What follows belongs to an exercise in optimizing a design on an open flow for small area, a short achievable clock period and few clock cycles per item; a production flow would make more cautious choices. Only simulation tests tie the RTL to the original design; equivalence was not proved. No activity file was given, so power comes from the tool's default toggle rates.

**design/flow/design.v**
```verilog
package bmru_pkg;
    localparam int MAP_BITS_DEFAULT = 2048;
    localparam int CMD_W   = 3;
    localparam int START_W = 12;
    localparam int COUNT_W = 13;
    localparam int POS_W   = 13;
    localparam int WORD_W  = 32;
    localparam int BIT_W   = 5;
    typedef enum logic [CMD_W-1:0] {
        CMD_TEST      = 3'd0,
        CMD_SET       = 3'd1,
        CMD_CLEAR     = 3'd2,
        CMD_TEST_CLR  = 3'd3,
        CMD_FIND_ZERO = 3'd4,
        CMD_FIND_SET  = 3'd5
    } cmd_t;
    function automatic logic [BIT_W-1:0] lowest_set(input logic [WORD_W-1:0] x);
        logic [WORD_W-1:0] y;
        logic [BIT_W-1:0]  idx;
        y   = x & (~x + WORD_W'(1));
        idx = '0;
        for (int j = 0; j < WORD_W; j++)
        begin
            if (y[j])
            begin
                idx = idx | BIT_W'(j);
            end
        end
        lowest_set = idx;
    endfunction
endpackage
module bmru_ram #(
    parameter int WIDTH = 32,
    parameter int DEPTH = 128,
    parameter int AW = (DEPTH > 1) ? $clog2(DEPTH) : 1
) (
    input  logic             clk,
    input  logic             we,
    input  logic [AW-1:0]    waddr,
    input  logic [WIDTH-1:0] wdata,
    input  logic [AW-1:0]    raddr,
    output logic [WIDTH-1:0] rdata
);
    logic [WIDTH-1:0] mem [DEPTH];
    always_ff @(posedge clk)
    begin
        if (we)
        begin
            mem[waddr] <= wdata;
        end
        rdata <= mem[raddr];
    end
endmodule
module bitmap_range_update_and_search #(
    parameter int MAP_BITS = bmru_pkg::MAP_BITS_DEFAULT
) (
    input  logic                          clk,
    input  logic                          rst_n,
    input  logic                          in_valid,
    output logic                          in_stall,
    input  logic [bmru_pkg::CMD_W-1:0]    cmd,
    input  logic [bmru_pkg::START_W-1:0]  start_index,
    input  logic [bmru_pkg::COUNT_W-1:0]  count,
    output logic                          out_valid,
    input  logic                          out_stall,
    output logic [bmru_pkg::POS_W-1:0]    position,
    output logic                          found,
    output logic                          bit_value
);
    localparam int WORDS = MAP_BITS / bmru_pkg::WORD_W;
    localparam int WA_W  = (WORDS > 1) ? $clog2(WORDS) : 1;
    localparam int END_W = ($clog2(MAP_BITS + 1) > 14) ? $clog2(MAP_BITS + 1) : 14;
    localparam logic [END_W-1:0] MAP_END = END_W'(MAP_BITS);
    localparam logic [WA_W-1:0]  LAST_WORD = WA_W'(WORDS - 1);
    localparam int WW = bmru_pkg::WORD_W;
    localparam int BW = bmru_pkg::BIT_W;
    typedef enum logic [1:0] {
        ST_CLEAR,
        ST_IDLE,
        ST_PROC,
        ST_FIN
    } state_t;
    state_t state_reg, state_next;
    logic [WA_W-1:0]                 clr_reg, clr_next;
    bmru_pkg::cmd_t                  cmd_reg, cmd_next;
    logic [bmru_pkg::START_W-1:0]    s_reg, s_next;
    logic [bmru_pkg::COUNT_W-1:0]    lim_reg, lim_next;
    logic [END_W-1:0]                e_last_reg, e_last_next;
    logic [WA_W-1:0]                 cur_w_reg, cur_w_next;
    logic [WA_W-1:0]                 last_w_reg, last_w_next;
    logic [bmru_pkg::POS_W-1:0]      pos_reg, pos_next;
    logic                            fnd_reg, fnd_next;
    logic                            bv_reg, bv_next;
    logic                            out_valid_reg, out_valid_next;
    logic [bmru_pkg::POS_W-1:0]      position_reg, position_next;
    logic                            found_reg, found_next;
    logic                            bit_value_reg, bit_value_next;
    logic                ram_we;
    logic [WA_W-1:0]     ram_waddr;
    logic [WW-1:0]       ram_wdata;
    logic [WA_W-1:0]     ram_raddr;
    logic [WW-1:0]       ram_rdata;
    logic [END_W-1:0]    s_ext, cnt_ext, sum, t1, e_acc, e_m1;
    bmru_pkg::cmd_t      cmd_in;
    logic                trivial;
    logic [WA_W-1:0]     first_w;
    logic [BW-1:0]       lo, hi;
    logic [WW-1:0]       mask, zb, hb;
    logic                is_last, out_free;
    logic [END_W-1:0]    zpos, hpos;
    bmru_ram #(
        .WIDTH (WW),
        .DEPTH (WORDS)
    ) u_ram (
        .clk   (clk),
        .we    (ram_we),
        .waddr (ram_waddr),
        .wdata (ram_wdata),
        .raddr (ram_raddr),
        .rdata (ram_rdata)
    );
    assign in_stall  = (state_reg != ST_IDLE);
    assign out_valid = out_valid_reg;
    assign position  = position_reg;
    assign found     = found_reg;
    assign bit_value = bit_value_reg;
    assign out_free  = !out_valid_reg || !out_stall;
    always_comb
    begin
        s_ext   = END_W'(start_index);
        cnt_ext = END_W'(count);
        sum     = s_ext + cnt_ext;
        t1      = s_ext + END_W'(1);
        cmd_in  = bmru_pkg::cmd_t'(cmd);
        unique case (cmd_in)
            bmru_pkg::CMD_TEST:
            begin
                e_acc = (t1 > MAP_END) ? MAP_END : t1;
            end
            bmru_pkg::CMD_SET, bmru_pkg::CMD_CLEAR, bmru_pkg::CMD_TEST_CLR:
            begin
                e_acc = (sum > MAP_END) ? MAP_END : sum;
            end
            bmru_pkg::CMD_FIND_ZERO, bmru_pkg::CMD_FIND_SET:
            begin
                e_acc = (cnt_ext > MAP_END) ? MAP_END : cnt_ext;
            end
            default:
            begin
                e_acc = '0;
            end
        endcase
        trivial = (s_ext >= e_acc);
        e_m1    = e_acc - END_W'(1);
    end
    always_comb
    begin
        first_w = WA_W'(END_W'(s_reg) >> BW);
        is_last = (cur_w_reg == last_w_reg);
        lo      = (cur_w_reg == first_w) ? s_reg[BW-1:0] : '0;
        hi      = is_last ? e_last_reg[BW-1:0] : BW'(WW - 1);
        mask    = ({WW{1'b1}} << lo) & ({WW{1'b1}} >> (BW'(WW - 1) - hi));
        zb      = ~ram_rdata & mask;
        hb      = ((cmd_reg == bmru_pkg::CMD_FIND_SET) ? ram_rdata : ~ram_rdata) & mask;
        zpos    = END_W'({cur_w_reg, bmru_pkg::lowest_set(zb)});
        hpos    = END_W'({cur_w_reg, bmru_pkg::lowest_set(hb)});
    end
    always_comb
    begin
        state_next     = state_reg;
        clr_next       = clr_reg;
        cmd_next       = cmd_reg;
        s_next         = s_reg;
        lim_next       = lim_reg;
        e_last_next    = e_last_reg;
        cur_w_next     = cur_w_reg;
        last_w_next    = last_w_reg;
        pos_next       = pos_reg;
        fnd_next       = fnd_reg;
        bv_next        = bv_reg;
        out_valid_next = out_valid_reg && out_stall;
        position_next  = position_reg;
        found_next     = found_reg;
        bit_value_next = bit_value_reg;
        ram_we         = 1'b0;
        ram_waddr      = cur_w_reg;
        ram_wdata      = ram_rdata;
        ram_raddr      = cur_w_reg + WA_W'(1);
        unique case (state_reg)
            ST_CLEAR:
            begin
                ram_we    = 1'b1;
                ram_waddr = clr_reg;
                ram_wdata = '0;
                clr_next  = clr_reg + WA_W'(1);
                if (clr_reg == LAST_WORD)
                begin
                    state_next = ST_IDLE;
                end
            end
            ST_IDLE:
            begin
                ram_raddr = WA_W'(s_ext >> BW);
                if (in_valid)
                begin
                    cmd_next    = cmd_in;
                    s_next      = start_index;
                    lim_next    = count;
                    e_last_next = e_m1;
                    cur_w_next  = WA_W'(s_ext >> BW);
                    last_w_next = WA_W'(e_m1 >> BW);
                    fnd_next    = 1'b0;
                    bv_next     = 1'b0;
                    pos_next    = '0;
                    if (trivial)
                    begin
                        if (cmd_in == bmru_pkg::CMD_FIND_ZERO ||
                            cmd_in == bmru_pkg::CMD_FIND_SET)
                        begin
                            pos_next = count;
                        end
                        state_next = ST_FIN;
                    end
                    else
                    begin
                        state_next = ST_PROC;
                    end
                end
            end
            ST_PROC:
            begin
                cur_w_next = cur_w_reg + WA_W'(1);
                unique case (cmd_reg)
                    bmru_pkg::CMD_TEST:
                    begin
                        bv_next    = ram_rdata[s_reg[BW-1:0]];
                        state_next = ST_FIN;
                    end
                    bmru_pkg::CMD_SET:
                    begin
                        ram_we    = 1'b1;
                        ram_wdata = ram_rdata | mask;
                        if (is_last)
                        begin
                            state_next = ST_FIN;
                        end
                    end
                    bmru_pkg::CMD_CLEAR, bmru_pkg::CMD_TEST_CLR:
                    begin
                        ram_we    = 1'b1;
                        ram_wdata = ram_rdata & ~mask;
                        if (cmd_reg == bmru_pkg::CMD_TEST_CLR && !fnd_reg && (zb != '0))
                        begin
                            fnd_next = 1'b1;
                            pos_next = zpos[bmru_pkg::POS_W-1:0];
                        end
                        if (is_last)
                        begin
                            state_next = ST_FIN;
                        end
                    end
                    bmru_pkg::CMD_FIND_ZERO, bmru_pkg::CMD_FIND_SET:
                    begin
                        if (hb != '0)
                        begin
                            fnd_next   = 1'b1;
                            pos_next   = hpos[bmru_pkg::POS_W-1:0];
                            state_next = ST_FIN;
                        end
                        else if (is_last)
                        begin
                            pos_next   = lim_reg;
                            state_next = ST_FIN;
                        end
                    end
                    default:
                    begin
                        state_next = ST_FIN;
                    end
                endcase
            end
            ST_FIN:
            begin
                if (out_free)
                begin
                    out_valid_next = 1'b1;
                    position_next  = pos_reg;
                    found_next     = fnd_reg;
                    bit_value_next = bv_reg;
                    state_next     = ST_IDLE;
                end
            end
            default:
            begin
                state_next = ST_IDLE;
            end
        endcase
    end
    always_ff @(posedge clk or negedge rst_n)
    begin
        if (!rst_n)
        begin
            state_reg     <= ST_CLEAR;
            clr_reg       <= '0;
            out_valid_reg <= 1'b0;
        end
        else
        begin
            state_reg     <= state_next;
            clr_reg       <= clr_next;
            out_valid_reg <= out_valid_next;
        end
    end
    always_ff @(posedge clk)
    begin
        cmd_reg       <= cmd_next;
        s_reg         <= s_next;
        lim_reg       <= lim_next;
        e_last_reg    <= e_last_next;
        cur_w_reg     <= cur_w_next;
        last_w_reg    <= last_w_next;
        pos_reg       <= pos_next;
        fnd_reg       <= fnd_next;
        bv_reg        <= bv_next;
        position_reg  <= position_next;
        found_reg     <= found_next;
        bit_value_reg <= bit_value_next;
    end
endmodule
```
**design/flow/run.sh**
```bash
#!/bin/bash
# synth_recipe.tcl (not shown) runs the flow's synth.tcl, then flattens the netlist and writes it again
# the make line also repeats each setting of config.mk as NAME=value (left out here)
make -C /OpenROAD-flow-scripts/flow DESIGN_CONFIG=/design/flow/config.mk WORK_HOME=/design/flow/orfs CLKGATE_MAP_FILE= SYNTH_SCRIPT=/design/flow/synth_recipe.tcl finish
```
**design/flow/config.mk**
```make
export PLATFORM = sky130hd
export DESIGN_NAME = bitmap_range_update_and_search
export DESIGN_NICKNAME = bitmap_range_update_and_search
export VERILOG_FILES = /design/flow/design.v
export SDC_FILE = /design/flow/constraint.sdc
export NUM_CORES = 4
export LEC_CHECK = 0
export CAP_MARGIN = 20
export CORE_MARGIN = 2
export CORE_UTILIZATION = 40
export SLEW_MARGIN = 20
```
**design/flow/constraint.sdc**
```tcl
create_clock -name core_clock -period 10.0 [get_ports {clk}]
set_input_delay 2.0000 -clock core_clock [delete_from_list [all_inputs] [get_ports {clk}]]
set_output_delay 2.0000 -clock core_clock [all_outputs]
set_load 0.01 [all_outputs]
```
==> run notes <==
==> per-layer routing <==
layer	global-route usage, %	share of wire [%]	up-vias
li1	-	-	19519
met1	28.9	42	24858
met2	34.7	49	1718
met3	3.37	6.7	321
met4	5.98	2.5	0
met5	0	0	-
==> logic make-up (layout without fill, tap and decap cells) <==
| logic type | count (synthesis) | after routing | share of synthesized area, % |
|---|---|---|---|
| AO/OA/AOI/OAI | 677 | 677 | 5.25 |
| XOR/XNOR | 81 | 81 | 0.809 |
| adder cells (fa/ha/maj) | 34 | 34 | 0.489 |
| buffers and inverters | 298 | 636 | 1.42 |
| flip-flops | 2163 | 2163 | 72.9 |
| multiplexers | 700 | 700 | 15.3 |
| other | 0 | 1 | 0 |
| AND/OR/NAND/NOR | 675 | 675 | 3.84 |
==> cell usage in the layout (no fill, tap or decap), drive strengths merged, types with 38 or more instances in the layout <==
| cell | count |
|---|---|
| xnor2 | 66 |
| nor3 | 46 |
| a21oi | 136 |
| clkdlybuf4s50 | 48 |
| nor2 | 169 |
| buf | 165 |
| clkbuf | 267 |
| nor2b | 107 |
| nand2 | 181 |
| inv | 38 |
| mux2i | 171 |
| o21ai | 120 |
| clkinv | 82 |
| mux4 | 522 |
| edfxtp | 2122 |
| a211oi | 178 |
==> path summary, 6_finish.rpt <==
| kind | to | startpoint | cells after the start | slack [ns] |
|---|---|---|---|---|
| setup / recovery | pos_reg[1] | start_index[9] | 22 | 2.83 |
| hold / removal | position_reg[7] | pos_reg[7] | 0 | 0.42 |
| setup reg to reg | u_ram.rdata[26] | state_reg[1] | 11 | 4.71 |
| hold reg to reg | position_reg[7] | pos_reg[7] | 0 | 0.42 |
| max in group asynchronous | state_reg[1] | rst_n | 1 | 7.90 |
| min in group asynchronous | clr_reg[2] | rst_n | 1 | 1.60 |
==> power by group through the flow <==
stage / logic [µW] / registers (µW) / clock network [µW]
floorplan: 87.0 / 9990 / 0
global placement: 147 / 9990 / 0
detailed placement: 144 / 9990 / 0
CTS: 146 / 9800 / 8310
global route: 159 / 9800 / 8660
finish: 146 / 9800 / 8160
==> metrics by stage <==
step                      hold WS, ns  std cells  utilization [%]
after floorplan                 0.400       4628                -
after global placement          0.404       7528             42.7
after detailed placement        0.406       7528             42.7
after CTS                       0.418       7923             45.9
after global routing            0.423       7925             45.9
final                           0.419       7925             45.9
==> worst max-delay path, stage by stage <==
cell             delay, ns
clkdlybuf4s50_1       0.93
ha_1                  0.40
o21a_1                0.20
or2_1                 0.24
o311a_2               0.16
or4_4                 0.54
and2_4                0.21
a21o_4                0.21
and2_4                0.18
a222oi_1              0.44
ha_1                  0.33
nor2b_1               0.14
o21a_1                0.16
o21a_1                0.16
o21a_1                0.16
o21a_1                0.16
o21a_1                0.18
o21ai_0               0.18
a211oi_1              0.11
buf_4                 0.24
o2bb2ai_1             0.14
a211o_1               0.24
==> area by class of cell <==
type                            count  area (µm²)  area share, %
Sequential cell                  2163       64600           63.9
Multi-Input combinational cell   2167       23600           23.4
Clock buffer                      267        5590           5.54
Tap cell                         2958        3700           3.66
Timing Repair Buffer              213        1890           1.87
Clock inverter                    128        1540           1.52
Inverter                           28         105          0.104
Antenna cell                        1        2.50        0.00248
==> results.sh <==
export IMPL_cts_setup_buffers=0
export IMPL_critPathMaxFanout=13
export IMPL_grt_max_degree=137
export IMPL_synth_largest_area_cell="edfxtp_1"
export IMPL_insertion_delay_ns=0.85
export IMPL_power_uw=18100
export IMPL_synth_distinct_cells=99
export IMPL_layout_setup_ws_ns=2.83
export IMPL_grt_usage_pct=21.0
export IMPL_drt_total_wl_um=237000
export IMPL_cts_root_buf="clkbuf_16"
export IMPL_die_area_mm2=0.225
export IMPL_clock_path_buffers=3
export IMPL_fin_area_mm2=0.101
export IMPL_hold_viol_final=0
export IMPL_ant_nets=0
export IMPL_ys_top_cells_by_count="2122 x edfxtp_1, 522 x mux4_2, 181 x nand2_1"
export IMPL_reg_largest_list="u_ram.mem (2048), u_ram.rdata (32)"
export IMPL_numPortBuffers=48
export IMPL_synth_area_leaders="edfxtp_1 72%, mux4_2 13%, mux2i_1 1.9%, a211oi_1 1.5%, a21oi_1 0.77%"
export IMPL_synth_ff_type="edfxtp_1"
export IMPL_synth_edf_count=2122
export IMPL_drtIter0Drc=5286
export IMPL_num_vias=46416
export IMPL_syn_num_nets=4694
export IMPL_netlist_area_mm2=0.0886
export IMPL_p_sw_uw=3540
export IMPL_grt_pass1_vias=46679
export IMPL_p_int_uw=14600
export IMPL_hold_class="reg2reg"
export IMPL_gp_congestion=0.913
export IMPL_via_per_inst=5.86
export IMPL_cts_sinks=2163
export IMPL_yosysSeqAreaShare_pct=72.9
export IMPL_cts_clk_slew_worst_paths_ns=0.06
export IMPL_worstMarginPinSlew_ns=1.29
export IMPL_die_h_um=475
export IMPL_start_kind="primary input"
export IMPL_drive_above_1_share_pct=23.2
export IMPL_start_util_pct=40.3
export IMPL_hold_buffers=0
export IMPL_pin_count=49
export IMPL_path_class="in2reg"
export IMPL_cts_resized=0
export IMPL_yosysWarningCount=2
export IMPL_antenna_found_initial=7
export IMPL_endpoint_kind="register"
export IMPL_dp_hpwl_um=133000
export IMPL_cts_tree="built"
export IMPL_wl_per_cell_um=29.9
export IMPL_clock_fmax_ghz=0.140
export IMPL_grt_overflow=0
export IMPL_cts_buffers=212
export IMPL_area_growth_pct=14.0
export IMPL_irDropWorstVdd_mv=0.169
export IMPL_placed_cell_area_mm2=0.0939
export IMPL_grt_pass1_wl_um=341000
export IMPL_core_area_mm2=0.220
export IMPL_chipWidth_um=475
export IMPL_ys_async_sr_fraction_pct=0.416
export IMPL_p_clk_share_pct=45.1
export IMPL_setup_viol=0
export IMPL_post_route_period_util_pct=71.7
export IMPL_finalCriticalPeriod_ns=7.17
export IMPL_maxCapViolations=0
export IMPL_fp_row_count=172
export IMPL_p_seq_share_pct=54.1
export IMPL_powerDensity_mw_per_mm2=179
export IMPL_p_sw_share_pct=19.6
export IMPL_drv_slew=0
export IMPL_fin_setup_tns_ns=0
export IMPL_post_place_ws_ns=2.08
export IMPL_status="finished clean"
export IMPL_htree_levels=4
export IMPL_fillCellCount=18589
export IMPL_arrival_ns=7.70
export IMPL_pwr_share_comb_pct=0.8
export IMPL_p_leak_uw=0.0262
export IMPL_synthCells=4628
export IMPL_regMostFlops="u_ram.mem"
export IMPL_nets=4851
export IMPL_synth_avg_cell_area_um2=19.1
export IMPL_largest_register_ffs=2048
export IMPL_crit_required_ns=10.53
export IMPL_synth_top_area_share_pct=71.9
export IMPL_relSlewSlack_pct=13.2
export IMPL_synth_most_common_cell="edfxtp_1"
export IMPL_worst_clock_skew_ns=0.0710
export IMPL_ys_seq_elements=2163
export IMPL_post_route_drc_count=0
export IMPL_rsz0062_at_grt="false"
export IMPL_firstDrtPassIters=6
Testbench counts, summed over its fixed seeds: cycles 20,056, items 3,200.

static timing again, ports no longer ideal:
The flow's constraints put no driver on any port. The routed layout listed below was extracted and timed again, unchanged, in two steps.
Step 1: set_driving_cell puts a clkbuf_16 on clk and a buf_2 on each other input, an assumption about the parent block.
Step 2, shift: input delay + t, output delay - t, t = (earliest + latest rising clock arrival at the registers) / 2. This alone moves slack from input paths to output paths.
Three values: ideal ports, drivers, drivers and shift; two values: the first two.
shift t [ns]: 0.902
setup slack, ns: 2.832 / 2.883 / 1.980
worst setup path at the end: input to register
clock arrival spread, ns: 0.071 / 0.071
slew at the worst register clock pin (ns): 0.07 / 0.07
After both steps setup and hold are still met in this run. The setup slack of this run moves by +0.051 ns with the drivers and by -0.852 ns with both steps.
